What follows belongs to an exercise in optimizing a design on an open flow for a short achievable clock period and few clock cycles; a production flow would make more cautious choices. The RTL was checked by simulation tests, not by an equivalence proof against the original design. Power and IR drop assume default switching activity.

===== flow/run.sh =====
#!/bin/bash
# synth_recipe.tcl (not shown) runs the flow's synth.tcl, then flattens the netlist and writes it again
# the make line also repeats each setting of config.mk as NAME=value (left out here)
make -C /OpenROAD-flow-scripts/flow DESIGN_CONFIG=/design/flow/config.mk WORK_HOME=/design/flow/orfs CLKGATE_MAP_FILE= SYNTH_SCRIPT=/design/flow/synth_recipe.tcl finish

===== flow/config.mk =====
export PLATFORM = sky130hd
export DESIGN_NAME = sha256_message_digest_unit
export DESIGN_NICKNAME = sha256_message_digest_unit
export VERILOG_FILES = /design/flow/design.v
export SDC_FILE = /design/flow/constraint.sdc
export NUM_CORES = 4
export LEC_CHECK = 0
export CAP_MARGIN = 20
export CORE_MARGIN = 2
export CORE_UTILIZATION = 40
export SLEW_MARGIN = 20

===== flow/constraint.sdc =====
create_clock -name core_clock -period 15.0 [get_ports {clk}]
set_input_delay 3.0000 -clock core_clock [delete_from_list [all_inputs] [get_ports {clk}]]
set_output_delay 3.0000 -clock core_clock [all_outputs]
set_load 0.01 [all_outputs]

===== flow/design.v =====
package sha_pkg;
    localparam int WORD_W  = 32;
    localparam int BLOCK_BYTES = 64;
    localparam int ROUNDS  = 64;
    localparam int COUNT_W = 64;
    localparam logic [7:0] PAD_BYTE = 8'h80;
    localparam logic [5:0] LEN_POS  = 6'd56;
    typedef logic [WORD_W-1:0] word_t;
    typedef enum logic [2:0] {
        ST_COLLECT,
        ST_PAD,
        ST_ROUND,
        ST_FOLD,
        ST_EMIT
    } state_t;
    typedef struct packed {
        logic take_byte;
        logic write_pad;
        logic start_block;
        logic round_step;
        logic fold;
        logic restart;
        logic emit;
    } cmd_t;
    typedef struct packed {
        logic block_full;
        logic pad_done;
        logic rounds_done;
        logic final_block;
    } status_t;
    function automatic word_t init_h(input logic [2:0] i);
        case (i)
            3'd0: init_h = 32'h6a09e667;
            3'd1: init_h = 32'hbb67ae85;
            3'd2: init_h = 32'h3c6ef372;
            3'd3: init_h = 32'ha54ff53a;
            3'd4: init_h = 32'h510e527f;
            3'd5: init_h = 32'h9b05688c;
            3'd6: init_h = 32'h1f83d9ab;
            3'd7: init_h = 32'h5be0cd19;
        endcase
    endfunction
    function automatic word_t round_k(input logic [5:0] i);
        case (i)
            6'd0: round_k = 32'h428a2f98;
            6'd1: round_k = 32'h71374491;
            6'd2: round_k = 32'hb5c0fbcf;
            6'd3: round_k = 32'he9b5dba5;
            6'd4: round_k = 32'h3956c25b;
            6'd5: round_k = 32'h59f111f1;
            6'd6: round_k = 32'h923f82a4;
            6'd7: round_k = 32'hab1c5ed5;
            6'd8: round_k = 32'hd807aa98;
            6'd9: round_k = 32'h12835b01;
            6'd10: round_k = 32'h243185be;
            6'd11: round_k = 32'h550c7dc3;
            6'd12: round_k = 32'h72be5d74;
            6'd13: round_k = 32'h80deb1fe;
            6'd14: round_k = 32'h9bdc06a7;
            6'd15: round_k = 32'hc19bf174;
            6'd16: round_k = 32'he49b69c1;
            6'd17: round_k = 32'hefbe4786;
            6'd18: round_k = 32'h0fc19dc6;
            6'd19: round_k = 32'h240ca1cc;
            6'd20: round_k = 32'h2de92c6f;
            6'd21: round_k = 32'h4a7484aa;
            6'd22: round_k = 32'h5cb0a9dc;
            6'd23: round_k = 32'h76f988da;
            6'd24: round_k = 32'h983e5152;
            6'd25: round_k = 32'ha831c66d;
            6'd26: round_k = 32'hb00327c8;
            6'd27: round_k = 32'hbf597fc7;
            6'd28: round_k = 32'hc6e00bf3;
            6'd29: round_k = 32'hd5a79147;
            6'd30: round_k = 32'h06ca6351;
            6'd31: round_k = 32'h14292967;
            6'd32: round_k = 32'h27b70a85;
            6'd33: round_k = 32'h2e1b2138;
            6'd34: round_k = 32'h4d2c6dfc;
            6'd35: round_k = 32'h53380d13;
            6'd36: round_k = 32'h650a7354;
            6'd37: round_k = 32'h766a0abb;
            6'd38: round_k = 32'h81c2c92e;
            6'd39: round_k = 32'h92722c85;
            6'd40: round_k = 32'ha2bfe8a1;
            6'd41: round_k = 32'ha81a664b;
            6'd42: round_k = 32'hc24b8b70;
            6'd43: round_k = 32'hc76c51a3;
            6'd44: round_k = 32'hd192e819;
            6'd45: round_k = 32'hd6990624;
            6'd46: round_k = 32'hf40e3585;
            6'd47: round_k = 32'h106aa070;
            6'd48: round_k = 32'h19a4c116;
            6'd49: round_k = 32'h1e376c08;
            6'd50: round_k = 32'h2748774c;
            6'd51: round_k = 32'h34b0bcb5;
            6'd52: round_k = 32'h391c0cb3;
            6'd53: round_k = 32'h4ed8aa4a;
            6'd54: round_k = 32'h5b9cca4f;
            6'd55: round_k = 32'h682e6ff3;
            6'd56: round_k = 32'h748f82ee;
            6'd57: round_k = 32'h78a5636f;
            6'd58: round_k = 32'h84c87814;
            6'd59: round_k = 32'h8cc70208;
            6'd60: round_k = 32'h90befffa;
            6'd61: round_k = 32'ha4506ceb;
            6'd62: round_k = 32'hbef9a3f7;
            6'd63: round_k = 32'hc67178f2;
        endcase
    endfunction
    function automatic word_t sig0(input word_t x);
        sig0 = ((x >> 7) | (x << 25)) ^ ((x >> 18) | (x << 14)) ^ (x >> 3);
    endfunction
    function automatic word_t sig1(input word_t x);
        sig1 = ((x >> 17) | (x << 15)) ^ ((x >> 19) | (x << 13)) ^ (x >> 10);
    endfunction
    function automatic word_t bsig0(input word_t x);
        bsig0 = ((x >> 2) | (x << 30)) ^ ((x >> 13) | (x << 19)) ^ ((x >> 22) | (x << 10));
    endfunction
    function automatic word_t bsig1(input word_t x);
        bsig1 = ((x >> 6) | (x << 26)) ^ ((x >> 11) | (x << 21)) ^ ((x >> 25) | (x << 7));
    endfunction
endpackage
module sha_ctrl (
    input  logic    clk,
    input  logic    rst_n,
    input  logic    in_valid,
    input  logic    in_has_byte,
    input  logic    in_last,
    output logic    in_ready,
    output logic    out_valid,
    input  logic    out_ready,
    input  sha_pkg::status_t status,
    output sha_pkg::cmd_t    cmd
);
    sha_pkg::state_t state_reg, state_next;
    logic   closing_reg, closing_next;
    logic accept;
    assign accept = in_valid && in_ready;
    always_comb
    begin
        state_next   = state_reg;
        closing_next = closing_reg;
        unique case (state_reg)
            sha_pkg::ST_COLLECT:
            begin
                if (accept)
                begin
                    closing_next = in_last;
                    if (in_has_byte && status.block_full)
                        state_next = sha_pkg::ST_ROUND;
                    else if (in_last)
                        state_next = sha_pkg::ST_PAD;
                end
            end
            sha_pkg::ST_PAD:
            begin
                if (status.pad_done)
                    state_next = sha_pkg::ST_ROUND;
            end
            sha_pkg::ST_ROUND:
            begin
                if (status.rounds_done)
                    state_next = sha_pkg::ST_FOLD;
            end
            sha_pkg::ST_FOLD:
            begin
                if (!closing_reg)
                    state_next = sha_pkg::ST_COLLECT;
                else if (status.final_block)
                    state_next = sha_pkg::ST_EMIT;
                else
                    state_next = sha_pkg::ST_PAD;
            end
            sha_pkg::ST_EMIT:
            begin
                if (out_ready)
                begin
                    state_next   = sha_pkg::ST_COLLECT;
                    closing_next = 1'b0;
                end
            end
            default: state_next = sha_pkg::ST_COLLECT;
        endcase
    end
    always_comb
    begin
        cmd       = '0;
        in_ready  = 1'b0;
        out_valid = 1'b0;
        unique case (state_reg)
            sha_pkg::ST_COLLECT:
            begin
                in_ready      = 1'b1;
                cmd.take_byte = accept && in_has_byte;
                cmd.start_block = accept && in_has_byte && status.block_full;
            end
            sha_pkg::ST_PAD:
            begin
                cmd.write_pad   = 1'b1;
                cmd.start_block = status.pad_done;
            end
            sha_pkg::ST_ROUND: cmd.round_step = 1'b1;
            sha_pkg::ST_FOLD:  cmd.fold = 1'b1;
            sha_pkg::ST_EMIT:
            begin
                out_valid   = 1'b1;
                cmd.emit    = 1'b1;
                cmd.restart = out_ready;
            end
            default: cmd = '0;
        endcase
    end
    always_ff @(posedge clk or negedge rst_n)
    begin
        if (!rst_n)
        begin
            state_reg   <= sha_pkg::ST_COLLECT;
            closing_reg <= 1'b0;
        end
        else
        begin
            state_reg   <= state_next;
            closing_reg <= closing_next;
        end
    end
endmodule
module sha_datapath (
    input  logic        clk,
    input  logic        rst_n,
    input  logic [7:0]  data_byte,
    input  sha_pkg::cmd_t        cmd,
    output sha_pkg::status_t     status,
    output logic [63:0] digest_bits_255_192,
    output logic [63:0] digest_bits_191_128,
    output logic [63:0] digest_bits_127_64,
    output logic [63:0] digest_bits_63_0
);
    sha_pkg::word_t w_reg [16];
    sha_pkg::word_t h_reg [8];
    sha_pkg::word_t v_reg [8];
    logic [sha_pkg::COUNT_W-1:0] count_reg;
    logic [5:0] pad_pos_reg;
    logic [6:0] round_reg;
    logic       final_reg;
    logic pad_first_reg;
    logic fits;
    logic [5:0]  wr_pos;
    logic [7:0]  wr_byte;
    logic        wr_en;
    logic [63:0] bit_len;
    assign bit_len = {count_reg[sha_pkg::COUNT_W-4:0], 3'b000};
    always_comb
    begin
        wr_en   = 1'b0;
        wr_pos  = count_reg[5:0];
        wr_byte = data_byte;
        if (cmd.take_byte)
            wr_en = 1'b1;
        else if (cmd.write_pad)
        begin
            wr_en  = 1'b1;
            wr_pos = pad_first_reg ? count_reg[5:0] : pad_pos_reg;
            if (pad_first_reg)
                wr_byte = sha_pkg::PAD_BYTE;
            else if (pad_pos_reg >= sha_pkg::LEN_POS && final_reg)
                wr_byte = bit_len[6'(63 - 8 * (pad_pos_reg - sha_pkg::LEN_POS)) -: 8];
            else
                wr_byte = 8'h00;
        end
    end
    assign fits = (count_reg[5:0] < sha_pkg::LEN_POS);
    assign status.block_full  = (count_reg[5:0] == 6'd63);
    assign status.pad_done    = cmd.write_pad && (wr_pos == 6'd63);
    assign status.rounds_done = (round_reg == 7'(sha_pkg::ROUNDS - 1));
    assign status.final_block = final_reg && !pad_first_reg;
    sha_pkg::word_t s0w, s1w, t1, t2, wnew, wcur;
    assign wcur = w_reg[0];
    assign s0w  = sha_pkg::sig0(w_reg[1]);
    assign s1w  = sha_pkg::sig1(w_reg[14]);
    assign wnew = s1w + w_reg[9] + s0w + w_reg[0];
    assign t1 = v_reg[7] + sha_pkg::bsig1(v_reg[4]) + ((v_reg[4] & v_reg[5]) ^ (~v_reg[4] & v_reg[6]))
              + sha_pkg::round_k(round_reg[5:0]) + wcur;
    assign t2 = sha_pkg::bsig0(v_reg[0])
              + ((v_reg[0] & v_reg[1]) ^ (v_reg[0] & v_reg[2]) ^ (v_reg[1] & v_reg[2]));
    always_ff @(posedge clk)
    begin
        if (wr_en)
        begin
            for (int i = 0; i < 16; i++)
                for (int j = 0; j < 4; j++)
                    if (wr_pos == 6'(4 * i + j))
                        w_reg[i][31 - 8 * j -: 8] <= wr_byte;
        end
        else if (cmd.round_step)
        begin
            for (int i = 0; i < 15; i++)
                w_reg[i] <= w_reg[i+1];
            w_reg[15] <= wnew;
        end
        if (cmd.start_block)
            for (int i = 0; i < 8; i++)
                v_reg[i] <= h_reg[i];
        else if (cmd.round_step)
        begin
            v_reg[7] <= v_reg[6]; v_reg[6] <= v_reg[5]; v_reg[5] <= v_reg[4];
            v_reg[4] <= v_reg[3] + t1;
            v_reg[3] <= v_reg[2]; v_reg[2] <= v_reg[1]; v_reg[1] <= v_reg[0];
            v_reg[0] <= t1 + t2;
        end
    end
    always_ff @(posedge clk or negedge rst_n)
    begin
        if (!rst_n)
        begin
            for (int i = 0; i < 8; i++)
                h_reg[i] <= sha_pkg::init_h(3'(i));
            count_reg     <= '0;
            pad_pos_reg   <= '0;
            round_reg     <= '0;
            final_reg     <= 1'b0;
            pad_first_reg <= 1'b1;
        end
        else
        begin
            if (cmd.take_byte)
                count_reg <= count_reg + 1'b1;
            if (cmd.write_pad)
            begin
                if (pad_first_reg)
                begin
                    pad_first_reg <= 1'b0;
                    pad_pos_reg   <= count_reg[5:0] + 1'b1;
                    if (count_reg[5:0] == 6'd63)
                        final_reg <= 1'b0;
                    else
                        final_reg <= fits;
                end
                else
                    pad_pos_reg <= pad_pos_reg + 1'b1;
            end
            if (cmd.round_step)
                round_reg <= round_reg + 1'b1;
            else
                round_reg <= '0;
            if (cmd.fold)
            begin
                for (int i = 0; i < 8; i++)
                    h_reg[i] <= h_reg[i] + v_reg[i];
                pad_pos_reg <= '0;
                final_reg   <= 1'b1;
            end
            if (cmd.restart)
            begin
                for (int i = 0; i < 8; i++)
                h_reg[i] <= sha_pkg::init_h(3'(i));
                count_reg     <= '0;
                pad_pos_reg   <= '0;
                final_reg     <= 1'b0;
                pad_first_reg <= 1'b1;
            end
        end
    end
    assign digest_bits_255_192 = {h_reg[0], h_reg[1]};
    assign digest_bits_191_128 = {h_reg[2], h_reg[3]};
    assign digest_bits_127_64  = {h_reg[4], h_reg[5]};
    assign digest_bits_63_0    = {h_reg[6], h_reg[7]};
endmodule
module sha256_message_digest_unit (
    input  logic        clk,
    input  logic        rst_n,
    input  logic        in_valid,
    input  logic [7:0]  in_data_byte,
    input  logic        in_has_byte,
    input  logic        in_last,
    output logic        in_ready,
    output logic        out_valid,
    input  logic        out_ready,
    output logic [63:0] digest_bits_255_192,
    output logic [63:0] digest_bits_191_128,
    output logic [63:0] digest_bits_127_64,
    output logic [63:0] digest_bits_63_0
);
    sha_pkg::cmd_t    cmd;
    sha_pkg::status_t status;
    sha_ctrl u_ctrl (.clk(clk), .rst_n(rst_n), .in_valid(in_valid), .in_has_byte(in_has_byte),
        .in_last(in_last), .in_ready(in_ready), .out_valid(out_valid), .out_ready(out_ready),
        .status(status), .cmd(cmd));
    sha_datapath u_dp (.clk(clk), .rst_n(rst_n), .data_byte(in_data_byte), .cmd(cmd), .status(status),
        .digest_bits_255_192(digest_bits_255_192), .digest_bits_191_128(digest_bits_191_128),
        .digest_bits_127_64(digest_bits_127_64), .digest_bits_63_0(digest_bits_63_0));
endmodule

==> run summary <==
## synth_stat cells (38+ instances only)
library cell	count
a21oi_1	468
edfxtp_1	768
dfstp_2	137
inv_1	439
mux2i_1	38
nor3_1	113
buf_1	53
o21ai_0	533
nand2b_1	59
dfrtp_1	199
xor2_1	264
nand3_1	154
mux2_2	208
ha_1	393
a31oi_1	53
xnor2_1	357
nor2b_1	50
a21o_1	683
fa_1	195
and3_1	40
o211ai_1	44
o31ai_1	40
o21a_1	61
nand2_1	453
nor2_1	343
o21bai_1	46
or3_1	40
clkbuf_1	309
## routing by layer
| layer | vias to the layer above | GRT usage (%) |
|---|---|---|
| met4 | 0 | 11.72 |
| met1 | 28170 | 36.81 |
| met5 | - | 0 |
| li1 | 25390 | - |
| met2 | 1937 | 44.45 |
| met3 | 422 | 3.165 |
## logic make-up after synthesis
| group | count (synthesis) | share of synthesized area (%) |
|---|---|---|
| and+or+nand+nor | 1377 | 8.835 |
| muxes | 271 | 4.507 |
| buffers and inverters | 831 | 4.333 |
| xor gates and xnor gates | 621 | 7.460 |
| adders and majority gates | 611 | 12.41 |
| DFF | 1104 | 43.40 |
| AOI/OAI and AO/OA | 2162 | 19.05 |
## layout make-up
type                       count  share of cell area (%)
antenna                        2                0.006057
clock buffer                 183                   4.476
clock inverter                66                   1.048
inverter                     442                   2.008
multi-input combinational   5042                   46.25
sequential                  1104                   38.30
tap                         2370                   3.589
timing repair buffer         381                   4.325
## metrics by stage
step | area [um2] | hold WS [ps]
after floorplan | 72910 | 487.2
after global routing | 82630 | 515.4
after global placement | 78040 | 485.7
after CTS | 82620 | 501.9
final | 82630 | 499.5
after detailed placement | 78050 | 494.2
## worst min-delay path by stage
| stage | endpoint | startpoint | slack (ps) | cells past startpoint |
|---|---|---|---|---|
| CTS | u_dp.w_reg[3][29]$_DFFE_PP_ | u_dp.w_reg[4][29]$_DFFE_PP_ | 500 | 1 |
| global route | u_dp.h_reg[1][31]$_DFFE_PN1P_ | u_dp.h_reg[1][31]$_DFFE_PN1P_ | 520 | 2 |
| floorplan | u_ctrl.closing_reg$_DFFE_PN0P_ | u_ctrl.closing_reg$_DFFE_PN0P_ | 490 | 1 |
| finish | u_dp.w_reg[3][29]$_DFFE_PP_ | u_dp.w_reg[4][29]$_DFFE_PP_ | 500 | 1 |
| detailed placement | u_dp.h_reg[1][31]$_DFFE_PN1P_ | u_dp.h_reg[1][31]$_DFFE_PN1P_ | 490 | 2 |
| global placement | u_dp.h_reg[1][31]$_DFFE_PN1P_ | u_dp.h_reg[1][31]$_DFFE_PN1P_ | 490 | 2 |
## critical path: cells and delay by family (launching register included)
family / cells / cell delay [ps]
DFF: 1 / 320
adders and majority gates: 7 / 3330
AOI/OAI and AO/OA: 15 / 3490
and+or+nand+nor: 5 / 980
xor gates and xnor gates: 2 / 440
buffers and inverters: 4 / 910
## layout by cell type (no fill, tap or decap), types with 264 or more instances in the layout
master | netlist | routed
edfxtp_1 | 768 | 768
a21o_1 | 683 | 682
o21ai_0 | 533 | 496
a21oi_1 | 468 | 464
nand2_1 | 453 | 451
inv_1 | 439 | 439
ha_1 | 393 | 392
xnor2_1 | 357 | 357
nor2_1 | 343 | 342
clkdlybuf4s50_1 | 0 | 270
xor2_1 | 264 | 264
## report_power, final
group	switching [uW]	leakage (uW)	total (uW)	internal, uW
Clock	1450	0.00220	3370	1920
Sequential	511	0.0107	4590	4080
Combinational	5130	0.0235	8810	3680
Total	7090	0.0363	16800	9670
==> summary.txt <==
Floorplan
  • Row count: 156
  • Die footprint: 185700 um2
  • Die width: 430.9 um
  • Starting Density: 40.29%
  • # IOs: 272
  • Die Y: 430.9 um
  • Core area: 180900 um2

Place
  • Cell total after placement: 9338
  • Buffers on Ports: 271
  • Placer Congestion: 0.9928
  • DP Worst Slack: 5338 ps
  • DPL Wire Length: 190.5 mm

Layout
  • Fin cells: 9590
  • Layout area overhead: 13.33%
  • Footprint of the multi-input gates: 38220 um2
  • Ratio of cells with drive above 1 in the final layout: 10.10%
  • Max reg flops: 512
  • Layout Utilization: 45.67%
  • Net count, final: 7707
  • # fillers: 16860
  • FF/Latch Area: 31650 um2

STA
  • Final worst-path cycle share: 65.40%
  • Fin. Hold Viols: 0
  • Skew final: 37.89 ps
  • Shortest period the worst path allows: 9809 ps
  • Final Slew Violations: 0
  • FMAX: 0.1019 GHz
  • Max_slew headroom: 16.44%
  • Final setup fails: 0
  • Final WS setup: 5191 ps
  • Setup TNS: 0 ps
  • RSZ-0062 raised after global routing: false
  • Worst-Margin Slew: 1253 ps

Route
  • Post-route DRC: 0
  • WL met2: 122.0 mm
  • Highest routed metal layer: met4
  • Via-per-instance ratio: 5.830
  • Routed length per placed instance: 26.99 um
  • Post-Route WL: 258.8 mm
  • Drt first pass iters: 8
  • Initial drt markers: 4875
  • Vias: 55910
  • Met3 WL: 13.24 mm
  • Routed Antenna Nets: 0
  • M1 wire length: 111.6 mm

Worst setup path
  • Worst r2r dst: u_dp.v_reg[0][30]$_DFFE_PP_
  • Worst Setup End Kind: flop
  • Slowest CP cell: a221oi_1
  • Cell mode on critical path: a21oi_1
  • CP max stage delay: 830 ps
  • CP Class: flop to flop
  • Crit Path Max Fanout: 19
  • Worst r2r src: u_dp.round_reg[0]$_DFF_PN0_
  • Critical Path End: u_dp.v_reg[0][30]$_DFFE_PP_
  • Beginning of the critical path: u_dp.round_reg[0]$_DFF_PN0_
  • Worst r2r path cells: 33
  • Worst path required time: 15500 ps
  • Worst Path Arrival: 10310 ps
  • Flop-to-flop setup slack: 5190 ps
  • Startpoint Class: flop

Clock network
  • Num Clock Sinks: 1104
  • Post-CTS Hold Buffers: 0
  • Longest Clk Path Bufs: 3
  • CTS Root Cell: clkbuf_16
  • Reg clk slew, reported paths: 60 ps
  • Max H-tree Level: 4
  • Post-CTS Resized: 0
  • Clock insertion delay at the later pin of the skew report: 820 ps
  • CTS Buf Count: 134
  • CTS tree: done
  • Setup Buffers After CTS: 0

Global route
  • GRT Util Overall: 27.31%
  • Vias in the first global route: 54300
  • Pin count of the biggest net entering global routing: 261
  • First-pass GRT wire length: 377.6 mm
  • Initial antenna violation count: 4
  • GRT overflow: 0

Synth
  • Synth top area share: 31.63%
  • Post-synth top area cell: edfxtp_1
  • Register area share after synthesis: 43.40%
  • Number of flops mapped to enable cells by yosys: 768
  • Netlist cell types: 87
  • Syn Inst Count: 6977
  • Post-synthesis area per instance: 10.45 um2
  • Synthesized area: 72910 um2
  • Top cells by area, synth: edfxtp_1 (32%), a21o_1 (7.0%), dfrtp_1 (6.8%)
  • Top FF cell, synth: edfxtp_1
  • Synth warn: 5
  • Ys async rst share: 30.43%
  • Yosys reg bits: 1104
  • Syn Nets: 7579

Pwr
  • Pleak: 0.03633 uW
  • Worst IR Drop VDD: 0.1724 mV
  • Pwr Total: 16770 uW
  • Power per cell area: 202.9 nW/um2

Outcome
  • Status: no timing/DRC/antenna violations

Flow run
  • Max-Cap Viols: 0

Worst hold path
  • HP Class: flop to flop
Testbench counts, summed over its fixed seeds: cycles 77,217.

what the ideal ports hide:
The flow's constraints put no driver on any port. The routed layout listed below was extracted and timed again, unchanged, in two steps. Step 1 (the two cells are an assumption about what drives the block):
set clk [get_ports {clk}]
set_driving_cell -lib_cell sky130_fd_sc_hd__clkbuf_16 $clk
set_driving_cell -lib_cell sky130_fd_sc_hd__buf_2 [delete_from_list [all_inputs] $clk]
Step 2, shift: input delay + t, output delay - t, t = (earliest + latest rising clock arrival at the registers) / 2. This alone moves slack from input paths to output paths. Three values: ideal ports, drivers, drivers and shift; two values: the first two.
shift t [ns]: 0.885
setup slack, ns: 5.191 / 5.191 / 5.191
worst data-port slew with drivers (ns): 0.09
pins driven straight from the clock port: 1
After both steps this run still meets setup and hold. For this run, drivers alone change the setup slack by 0.000 ns; drivers and shift together by 0.000 ns.
